What follows belongs to an exercise in optimizing a design on an open flow for small area, a short achievable clock period and few clock cycles per item; a production flow would make more cautious choices.
Only simulation tests tie the RTL to the original design; equivalence was not proved.

==> flow/run.sh <==
#!/bin/bash
# synth_recipe.tcl (not shown) runs the flow's synth.tcl, then flattens the netlist and writes it again
# the make line also repeats each setting of config.mk as NAME=value (left out here)
make -C /OpenROAD-flow-scripts/flow DESIGN_CONFIG=/design/flow/config.mk WORK_HOME=/design/flow/orfs CLKGATE_MAP_FILE= SYNTH_SCRIPT=/design/flow/synth_recipe.tcl finish
==> flow/config.mk <==
export PLATFORM = sky130hd
export DESIGN_NAME = conv_top
export DESIGN_NICKNAME = conv_top
export VERILOG_FILES = /design/flow/design.v
export SDC_FILE = /design/flow/constraint.sdc
export NUM_CORES = 4
export LEC_CHECK = 0
export CAP_MARGIN = 20
export CORE_MARGIN = 2
export CORE_UTILIZATION = 40
export SLEW_MARGIN = 20
==> flow/constraint.sdc <==
create_clock -name core_clock -period 18.0 [get_ports {clk}]
set_input_delay 3.6000 -clock core_clock [delete_from_list [all_inputs] [get_ports {clk}]]
set_output_delay 3.6000 -clock core_clock [all_outputs]
set_load 0.01 [all_outputs]
==> flow/design.v <==
module filter_store (
	input  logic        clk,
	input  logic        rst_n,
	input  logic        fv,
	input  logic [7:0]  din,
	output logic [71:0] weights
);
	logic [3:0] cnt;
	logic       en;
	assign en = fv && (cnt != 4'd9);
	always_ff @(posedge clk or negedge rst_n) begin
		if (!rst_n) begin
			cnt <= '0;
		end else if (!fv) begin
			cnt <= '0;
		end else if (en) begin
			cnt <= cnt + 4'd1;
		end
	end
	always_ff @(posedge clk) begin
		if (en) begin
			weights <= {din, weights[71:8]};
		end
	end
endmodule
module image_store (
	input  logic        clk,
	input  logic        shift,
	input  logic [7:0]  din,
	input  logic [5:0]  lsel,     
	output logic [71:0] win       
);
	logic [7:0] b0, b1, b2, m0, m1, m2, t0, t1, t2;
	logic [7:0] d [1:5];
	logic [7:0] e [1:5];
	always_ff @(posedge clk) begin
		if (shift) begin
			b0 <= din;
			b1 <= b0;
			b2 <= b1;
			d[5] <= b2;
			for (int k = 1; k < 5; k++) d[k] <= lsel[k] ? b2 : d[k+1];
			m0 <= lsel[0] ? b2 : d[1];
			m1 <= m0;
			m2 <= m1;
			e[5] <= m2;
			for (int k = 1; k < 5; k++) e[k] <= lsel[k] ? m2 : e[k+1];
			t0 <= lsel[0] ? m2 : e[1];
			t1 <= t0;
			t2 <= t1;
		end
	end
	assign win = {t2, t1, t0, m2, m1, m0, b2, b1, b0};
endmodule
module conv_sequencer (
	input  logic       clk,
	input  logic       rst_n,
	input  logic       iv,
	input  logic [3:0] isz,
	input  logic       ipad,
	input  logic       iact,
	output logic       shift,
	output logic [5:0] lsel,
	output logic       padm,
	output logic       actm,
	output logic       wv,
	output logic       wtop,
	output logic       wbot,
	output logic       wleft,
	output logic       wright
);
	logic       active;
	logic       tail;
	logic       prod_on;
	logic [2:0] nm1;
	logic [2:0] ir, ic;
	logic [2:0] orow, ocol;
	logic       start;
	logic       prod;
	logic       o_last;
	assign start  = iv && !active;
	assign shift  = iv || tail;
	assign prod   = shift && (prod_on || (iv && !start && ir == 3'd1 && ic == 3'd1));
	assign o_last = (orow == nm1) && (ocol == nm1);
	always_ff @(posedge clk or negedge rst_n) begin
		if (!rst_n) begin
			active  <= 1'b0;
			tail    <= 1'b0;
			prod_on <= 1'b0;
			nm1     <= '0;
			ir      <= '0;
			ic      <= '0;
			orow    <= '0;
			ocol    <= '0;
			lsel    <= '0;
			padm    <= 1'b0;
			actm    <= 1'b0;
			wv      <= 1'b0;
			wtop    <= 1'b0;
			wbot    <= 1'b0;
			wleft   <= 1'b0;
			wright  <= 1'b0;
		end else begin
			wv <= prod;
			if (start) begin
				active <= 1'b1;
				nm1    <= 3'(isz - 4'd1);
				padm   <= ipad;
				actm   <= iact;
				for (int k = 0; k < 6; k++) lsel[k] <= (isz == 4'(k + 3));
				ir     <= 3'd0;
				ic     <= 3'd1;
				orow   <= 3'd0;
				ocol   <= 3'd0;
			end else if (iv) begin
				if (ic == nm1) begin
					ic <= 3'd0;
					ir <= ir + 3'd1;
					if (ir == nm1) tail <= 1'b1;
				end else begin
					ic <= ic + 3'd1;
				end
			end
			if (prod) begin
				prod_on <= 1'b1;
				wtop    <= (orow == 3'd0);
				wbot    <= (orow == nm1);
				wleft   <= (ocol == 3'd0);
				wright  <= (ocol == nm1);
				if (ocol == nm1) begin
					ocol <= 3'd0;
					orow <= orow + 3'd1;
				end else begin
					ocol <= ocol + 3'd1;
				end
				if (o_last) begin
					active  <= 1'b0;
					tail    <= 1'b0;
					prod_on <= 1'b0;
				end
			end
		end
	end
endmodule
module mac_act (
	input  logic        clk,
	input  logic        rst_n,
	input  logic [71:0] weights,
	input  logic [71:0] win,
	input  logic        padm,
	input  logic        actm,
	input  logic        wv,
	input  logic        wtop,
	input  logic        wbot,
	input  logic        wleft,
	input  logic        wright,
	output logic        out_valid,
	output logic [15:0] out_data
);
	logic [7:0] raw [3][3];
	logic [7:0] cp [3][3];
	logic signed [7:0] x [3][3];
	logic signed [7:0] wt [3][3];
	logic signed [18:0] sum;
	logic signed [18:0] acc;
	logic               av;
	logic signed [37:0] qprod;
	logic [15:0]        res;
	always_comb begin
		for (int i = 0; i < 3; i++) begin
			for (int j = 0; j < 3; j++) begin
				raw[i][j] = win[8*(3*(2-i)+(2-j)) +: 8];
			end
		end
		for (int i = 0; i < 3; i++) begin
			cp[i][1] = raw[i][1];
			cp[i][0] = wleft  ? (padm ? raw[i][1] : 8'd0) : raw[i][0];
			cp[i][2] = wright ? (padm ? raw[i][1] : 8'd0) : raw[i][2];
		end
		for (int j = 0; j < 3; j++) begin
			x[1][j] = cp[1][j];
			x[0][j] = wtop ? (padm ? cp[1][j] : 8'd0) : cp[0][j];
			x[2][j] = wbot ? (padm ? cp[1][j] : 8'd0) : cp[2][j];
		end
		sum = '0;
		for (int i = 0; i < 3; i++) begin
			for (int j = 0; j < 3; j++) begin
				wt[i][j] = weights[8*(3*i+j) +: 8];
				sum = sum + 19'(x[i][j] * wt[i][j]);
			end
		end
	end
	always_ff @(posedge clk) begin
		if (wv) acc <= sum;
	end
	always_ff @(posedge clk or negedge rst_n) begin
		if (!rst_n) av <= 1'b0;
		else        av <= wv;
	end
	assign qprod = 38'(acc) * 38'sd52429 + 38'sd524287;
	always_comb begin
		if (!acc[18]) begin
			res = (acc > 19'sd32767) ? 16'h7fff : acc[15:0];
		end else if (actm) begin
			res = qprod[34:19];
		end else begin
			res = '0;
		end
	end
	always_ff @(posedge clk) begin
		if (av) out_data <= res;
	end
	always_ff @(posedge clk or negedge rst_n) begin
		if (!rst_n) out_valid <= 1'b0;
		else        out_valid <= av;
	end
endmodule
module conv_top (
	input  logic        clk,
	input  logic        rst_n,
	input  logic        filter_valid,
	input  logic        image_valid,
	input  logic [3:0]  image_size,
	input  logic        pad_mode,
	input  logic        act_mode,
	input  logic [7:0]  in_data,
	output logic        out_valid,
	output logic [15:0] out_data
);
	logic        fv, iv;
	logic [7:0]  din;
	logic [3:0]  isz;
	logic        ipad, iact;
	logic [71:0] weights;
	logic [71:0] win;
	logic        shift;
	logic [5:0]  lsel;
	logic        padm, actm;
	logic        wv, wtop, wbot, wleft, wright;
	always_ff @(posedge clk or negedge rst_n) begin
		if (!rst_n) begin
			fv <= 1'b0;
			iv <= 1'b0;
		end else begin
			fv <= filter_valid;
			iv <= image_valid;
		end
	end
	always_ff @(posedge clk) begin
		din  <= in_data;
		isz  <= image_size;
		ipad <= pad_mode;
		iact <= act_mode;
	end
	filter_store filter_store_i (
		.clk     (clk),
		.rst_n   (rst_n),
		.fv      (fv),
		.din     (din),
		.weights (weights)
	);
	conv_sequencer conv_sequencer_i (
		.clk    (clk),
		.rst_n  (rst_n),
		.iv     (iv),
		.isz    (isz),
		.ipad   (ipad),
		.iact   (iact),
		.shift  (shift),
		.lsel   (lsel),
		.padm   (padm),
		.actm   (actm),
		.wv     (wv),
		.wtop   (wtop),
		.wbot   (wbot),
		.wleft  (wleft),
		.wright (wright)
	);
	image_store image_store_i (
		.clk   (clk),
		.shift (shift),
		.din   (din),
		.lsel  (lsel),
		.win   (win)
	);
	mac_act mac_act_i (
		.clk       (clk),
		.rst_n     (rst_n),
		.weights   (weights),
		.win       (win),
		.padm      (padm),
		.actm      (actm),
		.wv        (wv),
		.wtop      (wtop),
		.wbot      (wbot),
		.wleft     (wleft),
		.wright    (wright),
		.out_valid (out_valid),
		.out_data  (out_data)
	);
endmodule
==> summary.txt <==
The run finished with no timing, DRC or antenna violations. The fraction of registers with async set/reset is around 12%. The number of fill cells in the layout came out at about 10000. The count of inserted antenna diode cells is 0. The type of element launching the critical path is a flop. The finished cells cover about 47000 um2. The clock slew at the register clock pins of the worst setup and hold paths came out at 60 ps. Global routing finished with a remaining overflow of 0. The final number of hold-violating endpoints came out at 0. The total of flip-flops plus latches after synthesis came out at 311. The buffers inserted during post-CTS setup optimization is 0. The total setup violations reported at the end of the flow is 0. Sorting the synthesized cells by area gives the leading types as fa_1 (34%), edfxtp_1 (18%), ha_1 (12%), inv_1 (9.1%), and2_1 (4.0%).

The class of the most critical setup path is flop to flop. Once the floorplan was initialized, standard cells occupied roughly two fifths of the core. Summing all flip-flop and latch instances after layout gives 9010 um2. After the last flow step, the layout net total stands at 5393. Once detailed placement completed, the half-perimeter wirelength came to 86300 um. The clock tree from TritonCTS is built.

The final weighted congestion in routability-driven placement came out at between 0.8 and 0.9. The cell taking the most area after synthesis is fa_1.

The detailed router placed between 20000 and 30000 vias in this run. The tightest min-delay check is of the flop to flop type. Following the worst setup path forward leads to its endpoint at mac_act_i.acc[18]$_DFFE_PP_. The hold path depth is 0.

The post-synthesis mux area share is 3.04%. The most critical setup path has its startpoint at conv_sequencer_i.padm$_DFFE_PN0P_. Hold repair after CTS inserted 0 buffers. The endpoint of the worst register-to-register path is mac_act_i.acc[18]$_DFFE_PP_. The mean instance size in the synthesized netlist came out at approximately 10 um2.

The worst path needs 10190 ps of the cycle, external delays included. The clock skew after layout is between 50 and 60 ps. The post-synthesis share of cell area spent on xor and xnor gates came out at 4.44%.

The total negative slack for setup checks came out at 0 ps. In this run the register-to-register setup slack is just under 8000 ps. STA classifies the critical path endpoint as a flop. The detail route stage leaves a number of antenna-violating nets equal to 0.

The via count of the first global-routing pass came out at 28958. The endpoint required time on the critical path is about 18000 ps. In this run the count of I/O pins placed on the die edge is 35.

The global-route wire length before repair is around 170000 um. The share of the synthesized area in compound gates (AO/OA/AOI/OAI) is around 5.5%. After detailed routing, the number of remaining DRC violations is 0. The cell with the largest stage delay on the worst path is a21oi_1.

At the later pin of the worst-skew pair, clock insertion delay measures ~600 ps. The die span in x came out at 334 um. In this run the core area contains about 120 standard-cell rows. The die footprint came out at roughly 110000 um2.

Synthesis produced a netlist with a net count of ~5400. Yosys printed 11 warnings. In this design, the stage delay of the slowest critical-path cell is 910 ps. The instance area after placement is 45700 um2. The final number of max-transition violations is 0. The sequential-to-total area share from yosys stat came out at approximately a fifth. The post-synthesis cell area came out at 43600 um2. The max-cap violation count came out at 0. Cells fill a little over two fifths of the core in the end. The post-cts sizing count came out at 0. The share of the clock period used by the worst path after layout is a little under three fifths. The maximum clock rate came out at between 90 and 100 MHz. The combinational family with the most area after synthesis is adder cells. The global-route total usage across every layer came out at roughly 19%.

The core box area is around 110000 um2. The height of the die is 334 um.

The first detailed-routing pass ran for 5 iterations. The most common cell in the netlist is inv_1. The depth of the most critical reg-to-reg path came out at 35. The pin count of the biggest net entering global routing came out at 81.

The count of flip-flops with a built-in enable after synthesis is 259. Of all nets on the critical path, the largest fanout is 57. The H-tree depth came out at 2. The iteration-0 DRC count of the detailed router came out at about 1500. The worst pin sits at a relative slew slack of 25.2%.

For the worst setup path, the data arrival time is 10530 ps. The number of port buffers came out at 34. Hold timing on the final database bottoms out at a slack of 435 ps.

By count the netlist is led by inv_1 (1052), fa_1 (734), ha_1 (431). The post-detailed-route via-to-cell ratio is 4.85. For this block, the routed nets add up to 104000 um of wire. The cell sitting at the root of the clock tree is a clkbuf_16.

In the final layout, the multi-input gates occupy between 30000 and 40000 um2. The number of antenna violations at the first check in global routing is 3. Counting every sink on the clock net gives between 300 and 400. The adder-cell share of the synthesized area is ~46%. The most used flip-flop cell after synthesis is edfxtp_1. The synthesized netlist contains 64 unique library cells. From synthesis to final layout, the design area changed by 7.72%. The slew at the pin closest to its max-slew limit came out at roughly 1100 ps. The number of clock buffers inserted by TritonCTS is 39. The worst flop-to-flop path startpoint is conv_sequencer_i.padm$_DFFE_PN0P_. In the final routed layout, each cell accounts on average for about 18 um. Setup repair after global routing left no endpoint under its margin. Synthesis produced a netlist whose cell count is between 4000 and 5000.

Cells with a size suffix above 1 make up 5.47% of the layout. The area share of the largest cell type after synthesis came out at between 30% and 40%. Counting along the longest clock path gives a buffer depth of 3. After Yosys synthesis, and, or, nand and nor cells account for between 10% and 20% of the synthesized area. In this design, the critical path's most frequently occurring cell is fa_1.
-- cell type report --
type,instances,share of cell area (%)
repair buffers,56,1.07
clock inverters,28,0.645
well taps,1414,3.77
flip-flops and latches,311,19.2
multi-input cells,2748,64.8
clock buffers,42,2.10
inverters,1054,8.43
-- worst min-delay path by stage --
stage / endpoint / start / slack (ps)
global route: filter_store_i.weights[66]$_DFFE_PP_ / din[2]$_DFF_P_ / 450
floorplan: conv_sequencer_i.actm$_DFFE_PN0P_ / iact$_DFF_P_ / 400
CTS: filter_store_i.weights[66]$_DFFE_PP_ / din[2]$_DFF_P_ / 440
global placement: image_store_i.b0[6]$_DFFE_PP_ / din[6]$_DFF_P_ / 420
detailed placement: image_store_i.b0[2]$_DFFE_PP_ / din[2]$_DFF_P_ / 430
finish: image_store_i.b0[3]$_DFFE_PP_ / din[3]$_DFF_P_ / 440
-- per-layer routing --
layer	global-route usage [%]	up-vias	part of all wire (%)
met5	0	-	0.011
met4	5.60	2	3.2
met3	3.39	134	5.0
met2	31.6	510	46
met1	26.2	13807	46
li1	-	12975	-
-- per-stage QoR --
stage | cells | worst slack [ps]
after floorplan | 4170 | 9260
after CTS | 5653 | 7830
after global placement | 5583 | 7980
after global routing | 5653 | 7120
final | 5653 | 7810
after detailed placement | 5583 | 7870
-- registers in the layout, summed over array words and instances, names as in the netlist, 16 cells and up --
name,count
image_store_i.d,40
mac_act_i.out_data,16
mac_act_i.acc,19
filter_store_i.weights,72
image_store_i.e,40
-- worst max-delay path: cells and delay by family (launching register included) --
| family | cells | cell delay [ps] |
|---|---|---|
| flip-flops | 1 | 320 |
| adder cells (fa/ha/maj) | 10 | 4510 |
| buffers and inverters | 7 | 870 |
| multiplexers | 1 | 320 |
| AND/OR/NAND/NOR | 4 | 770 |
| AO/OA/AOI/OAI | 11 | 2840 |
| XOR/XNOR | 2 | 250 |
-- cells by family (layout without fill, tap and decap cells) --
family | after synthesis | after routing
compound gates | 362 | 362
xor+xnor | 221 | 221
fa+ha+maj | 1165 | 1165
buf+inv | 1111 | 1180
flops | 311 | 311
mux | 120 | 120
simple gates | 880 | 880
-- layout by cell type, fill, tap and decap left out, types with 7 or more instances in the layout --
cell / count
o21bai_1: 30
nor2_1: 93
clkinv_2: 7
clkdlybuf4s50_1: 33
o21ai_0: 48
nor2b_1: 137
dfrtp_1: 38
mux2_2: 98
a31oi_1: 9
edfxtp_1: 259
a21oi_1: 120
clkbuf_16: 39
o221ai_1: 9
nor3_1: 16
fa_1: 734
and2_1: 278
or2_2: 24
mux2i_1: 21
a21o_1: 28
xor2_1: 55
dfxtp_1: 14
nand2b_1: 46
o21a_1: 14
nand2_1: 235
inv_1: 1051
a311oi_1: 33
nand4_1: 8
ha_1: 431
xnor2_1: 166
nand3_1: 20
o41ai_1: 11
buf_4: 22
Testbench counts, summed over its fixed seeds: cycles 5,996, results 4,631.

## separate check: timing with driven ports
In the flow no input, the clock included, has a driving cell. The finished layout below was timed again as built, in two steps. Step 1 sets driving cells, clkbuf_16 on the clock port and buf_2 on the other inputs (assumed; they add their load-dependent delay and slew). Step 2 moves the port delays by t, midway between the first and last clock arrival at a register: inputs arrive t later, outputs are due t later. That takes back most of the time a late clock gives input paths. Three values: ideal ports, drivers, drivers and shift; two values: the first two.
t, ns: 0.651
setup slack, ns: 7.809 / 7.809 / 7.809
worst setup path after step 2: register to register
After both steps setup and hold are still met in this run. For this run, drivers alone change the setup slack by 0.000 ns; drivers and shift together by 0.000 ns.
